Source: an optimization exercise on an open RTL-to-GDS flow (aim: small area, a short achievable clock period and few clock cycles per item). Production flows keep margins and buffers that such runs may drop.
The RTL was checked by simulation tests, not by an equivalence proof against the original design.
Power and IR drop assume default switching activity.

== nickel ==
// kmeans_top
module kmeans_top #(
    parameter int num_pixels = 100,
    parameter int iterations = 3
) (
    input  logic                clk,
    input  logic                reset,
    input  logic                start,
    output logic [16-1:0]   pixel_addr,
    input  logic signed [16-1:0] a_data,
    input  logic                cluster_id_rdata,
    input  logic                rgb_dark,
    output logic                cluster_id_we,
    output logic                cluster_id_wdata,
    output logic                lab_clear,
    output logic                done_kmeans,
    output logic                done_cluster
);
==> flow/config.mk <==
export PLATFORM = sky130hd
export DESIGN_NAME = kmeans_top
export DESIGN_NICKNAME = kmeans_top
export VERILOG_FILES = /design/flow/design.v
export SDC_FILE = /design/flow/constraint.sdc
export NUM_CORES = 4
export LEC_CHECK = 0
export ABC_AREA = 1
export CAP_MARGIN = 20
export CORE_MARGIN = 2
export CORE_UTILIZATION = 40
export GPL_TIMING_DRIVEN = 1
export SETUP_SLACK_MARGIN = 3.0
export SLEW_MARGIN = 20
==> flow/constraint.sdc <==
create_clock -name core_clock -period 5.5 [get_ports {clk}]
set_input_delay 1.1000 -clock core_clock [delete_from_list [all_inputs] [get_ports {clk}]]
set_output_delay 1.1000 -clock core_clock [all_outputs]
set_load 0.01 [all_outputs]
run.sh (not shown) runs the stock make flow with config.mk's settings and CLKGATE_MAP_FILE= SYNTH_SCRIPT=/design/flow/synth_recipe.tcl, a recipe that flattens the netlist after the stock synthesis.
No stage failed in nickel, and the final checks on the layout all came back clean.
Testbench counts of nickel, summed over its fixed seeds: cycles 30,728, jobs 48.
Inputs modified between nickel and sierra:
# nickel
export LEC_CHECK = 0
export ABC_AREA = 1
export CAP_MARGIN = 20
export CORE_MARGIN = 2
export CORE_UTILIZATION = 40
export GPL_TIMING_DRIVEN = 1
export SETUP_SLACK_MARGIN = 3.0
export SLEW_MARGIN = 20
create_clock -name core_clock -period 5.5 [get_ports {clk}]
# sierra
export LEC_CHECK = 0
export ABC_AREA = 1
export CAP_MARGIN = 20
export CORE_MARGIN = 2
export CORE_UTILIZATION = 60
export SETUP_SLACK_MARGIN = 3.0
export SLEW_MARGIN = 20
create_clock -name core_clock -period 5.5 [get_ports {clk}]
--- outcome ---
- sierra: full flow OK, the timing, design-rule and antenna checks passed
- Between nickel and sierra, the difference in total power is negligible.
- nickel has lower global-route usage than sierra.
- sierra vs. nickel: fraction of layout cells with a size suffix above 1 went up by 1.3 points.
- Taking nickel as the reference point, the met3 wirelength from detailed routing of sierra rises by about 30%.
- Re signal arrival time at the worst endpoint: sierra is 0.02 ns up on nickel.
- [compare] base=nickel new=sierra: combinational power share +0.5 points, I/O pin total ~0 delta.
Input changes introduced in raven (baseline for comparison: sierra):
# sierra
export LEC_CHECK = 0
export ABC_AREA = 1
export CAP_MARGIN = 20
export CORE_MARGIN = 2
export CORE_UTILIZATION = 60
export SETUP_SLACK_MARGIN = 3.0
export SLEW_MARGIN = 20
create_clock -name core_clock -period 5.5 [get_ports {clk}]
# raven
export LEC_CHECK = 0
export ABC_AREA = 1
export CAP_MARGIN = 20
export CORE_MARGIN = 2
export CORE_UTILIZATION = 40
export CTS_BUF_LIST = sky130_fd_sc_hd__clkbuf_8
export CTS_CLUSTER_SIZE = 30
export SETUP_SLACK_MARGIN = 3.0
export SLEW_MARGIN = 20
create_clock -name core_clock -period 5.5 [get_ports {clk}]
==> flow/flow/run.sh (new file) <==
#!/bin/bash
set -euo pipefail
bash standard.sh finish "BUFFER_PORTS_ARGS=-buffer_cell sky130_fd_sc_hd__buf_4" \
    > standard_flow.log 2>&1
==> flow/standard.sh (new file) <==
#!/bin/bash
# synth_recipe.tcl (not shown) runs the flow's synth.tcl, then flattens the netlist and writes it again
# the make line also repeats each setting of config.mk as NAME=value (left out here)
make -C /OpenROAD-flow-scripts/flow DESIGN_CONFIG=/design/flow/config.mk WORK_HOME=/design/flow/orfs CLKGATE_MAP_FILE= SYNTH_SCRIPT=/design/flow/synth_recipe.tcl "${@:-finish}"
removed: flow/run.sh
Findings:
- Number of cells upsized or downsized after cts: sierra and raven compared, higher one is sierra
- There was hardly any difference in reg2reg setup slack between sierra and raven.
- Lower met3 wire length was reported by raven, not sierra.
- raven vs. sierra: hold slack neither gained nor lost much, via density per instance lower, ratio of final minimum period to clock period has decreased, HPWL after detailed placement shows an increase of about 3.3%.
- Per the comparison of raven with sierra, number of cells in the finished layout apart from fillers went up about 5.4%; worst setup slack went up 0.077 ns.
- raven vs sierra: highest net fanout along the worst path up
Setup changes, raven to amber
# raven
export LEC_CHECK = 0
export ABC_AREA = 1
export CAP_MARGIN = 20
export CORE_MARGIN = 2
export CORE_UTILIZATION = 40
export CTS_BUF_LIST = sky130_fd_sc_hd__clkbuf_8
export CTS_CLUSTER_SIZE = 30
export SETUP_SLACK_MARGIN = 3.0
export SLEW_MARGIN = 20
create_clock -name core_clock -period 5.5 [get_ports {clk}]
# amber
export LEC_CHECK = 0
export ABC_AREA = 1
export CAP_MARGIN = 20
export CORE_MARGIN = 2
export CORE_UTILIZATION = 40
export SETUP_SLACK_MARGIN = 3.2
export SLEW_MARGIN = 20
create_clock -name core_clock -period 5.5 [get_ports {clk}]
==> flow/run.sh (new file) <==
#!/bin/bash
# synth_recipe.tcl (not shown) runs the flow's synth.tcl, then flattens the netlist and writes it again
# the make line also repeats each setting of config.mk as NAME=value (left out here)
make -C /OpenROAD-flow-scripts/flow DESIGN_CONFIG=/design/flow/config.mk WORK_HOME=/design/flow/orfs CLKGATE_MAP_FILE= SYNTH_SCRIPT=/design/flow/synth_recipe.tcl finish
removed: flow/flow/run.sh
removed: flow/standard.sh
## What came out
amber -> raven: floorplan core area delta 0, exact match
lab_q as the origin of the worst setup path was reported by amber, and addr[2] by raven.
Looking at type of the worst setup path, the flip-flop to flip-flop result is from amber; the flip-flop to output port one comes from raven.
Post-synthesis instance total: raven vs amber identical
NOTE: worst hold slack in amber exceeds that of raven
The lower minimum clock period of raven and amber is in amber.
raven → amber: final worst setup slack went up by 0.085 ns; share of the cycle needed by the critical path after routing went down by 1.6 points.
As far as final HPWL from detailed placement is concerned, raven and amber perform about the same.
The inputs of maple differ from those of amber as listed below.
# amber
export LEC_CHECK = 0
export ABC_AREA = 1
export CAP_MARGIN = 20
export CORE_MARGIN = 2
export CORE_UTILIZATION = 40
export SETUP_SLACK_MARGIN = 3.2
export SLEW_MARGIN = 20
create_clock -name core_clock -period 5.5 [get_ports {clk}]
# maple
export LEC_CHECK = 0
export ABC_AREA = 1
export CAP_MARGIN = 20
export CORE_MARGIN = 2
export CORE_UTILIZATION = 40
export CTS_BUF_LIST = sky130_fd_sc_hd__clkbuf_4 sky130_fd_sc_hd__clkbuf_8
export CTS_CLUSTER_DIAMETER = 100
export CTS_CLUSTER_SIZE = 20
export SETUP_SLACK_MARGIN = 3.0
export SLEW_MARGIN = 20
create_clock -name core_clock -period 5.5 [get_ports {clk}]
Findings:
Higher non-clock buffer total of the final layout goes to amber over maple.
amber reports its start point of the critical path as lab_q while maple reports lc_q.
Summary of maple over amber: power shrank by 8.8%; register clock-pin slew on the reported worst setup and hold paths saw an increase; number of setup buffers added after CTS decreased 8; via count of the first global-routing pass shows an increase of 2.1%.
From amber to maple the numbers moved as follows: sequential share of layout area higher; standard cell area after detailed placement roughly the same; final instance area lower; critical path depth lower.
Input-level comparison between garnet and maple:
# maple
export LEC_CHECK = 0
export ABC_AREA = 1
export CAP_MARGIN = 20
export CORE_MARGIN = 2
export CORE_UTILIZATION = 40
export CTS_BUF_LIST = sky130_fd_sc_hd__clkbuf_4 sky130_fd_sc_hd__clkbuf_8
export CTS_CLUSTER_DIAMETER = 100
export CTS_CLUSTER_SIZE = 20
export SETUP_SLACK_MARGIN = 3.0
export SLEW_MARGIN = 20
create_clock -name core_clock -period 5.5 [get_ports {clk}]
# garnet
export LEC_CHECK = 0
export ABC_AREA = 1
export CAP_MARGIN = 20
export CORE_MARGIN = 2
export CORE_UTILIZATION = 40
export SETUP_SLACK_MARGIN = 3.0
export SLEW_MARGIN = 20
create_clock -name core_clock -period 5.5 [get_ports {clk}]
[summary]
- Looking at clock latency on the worst-skew pair, garnet sits 0.03 ns below maple.
- Summary of garnet over maple: hold slack closely matched the old numbers; total wire length dropped about 0.5%; flip-flop and latch share of the layout cell area has decreased.

==> static timing again, ports no longer ideal <==
No port has a modelled driver above. Below, the same layouts with a new extraction and two added sets of constraints. Step 1: set_driving_cell puts a clkbuf_16 on clk and a buf_2 on each other input, an assumption about the parent block. Step 2 moves the port delays by t, midway between the first and last clock arrival at a register: inputs arrive t later, outputs are due t later. That takes back most of the time a late clock gives input paths. Slacks: no drivers / after step 1 / after step 2; pairs: no drivers / after step 1.
| run | t, ns | setup WS [ns] | worst data-port slew with drivers (ns) |
|---|---|---|---|
| nickel | 0.476 | 3.066 / 3.020 / 2.698 | 0.04 |
| sierra | 0.473 | 3.053 / 3.006 / 2.724 | 0.04 |
| raven | 0.482 | 3.130 / 3.090 / 3.126 | 0.04 |
| amber | 0.466 | 3.215 / 3.207 / 2.869 | 0.04 |
| maple | 0.497 | 3.102 / 3.057 / 2.687 | 0.04 |
| garnet | 0.476 | 3.066 / 3.020 / 2.698 | 0.04 |
After both steps setup and hold are still met in every run listed. For maple, which loses most, drivers alone change the setup slack by -0.045 ns; drivers and shift together by -0.415 ns.
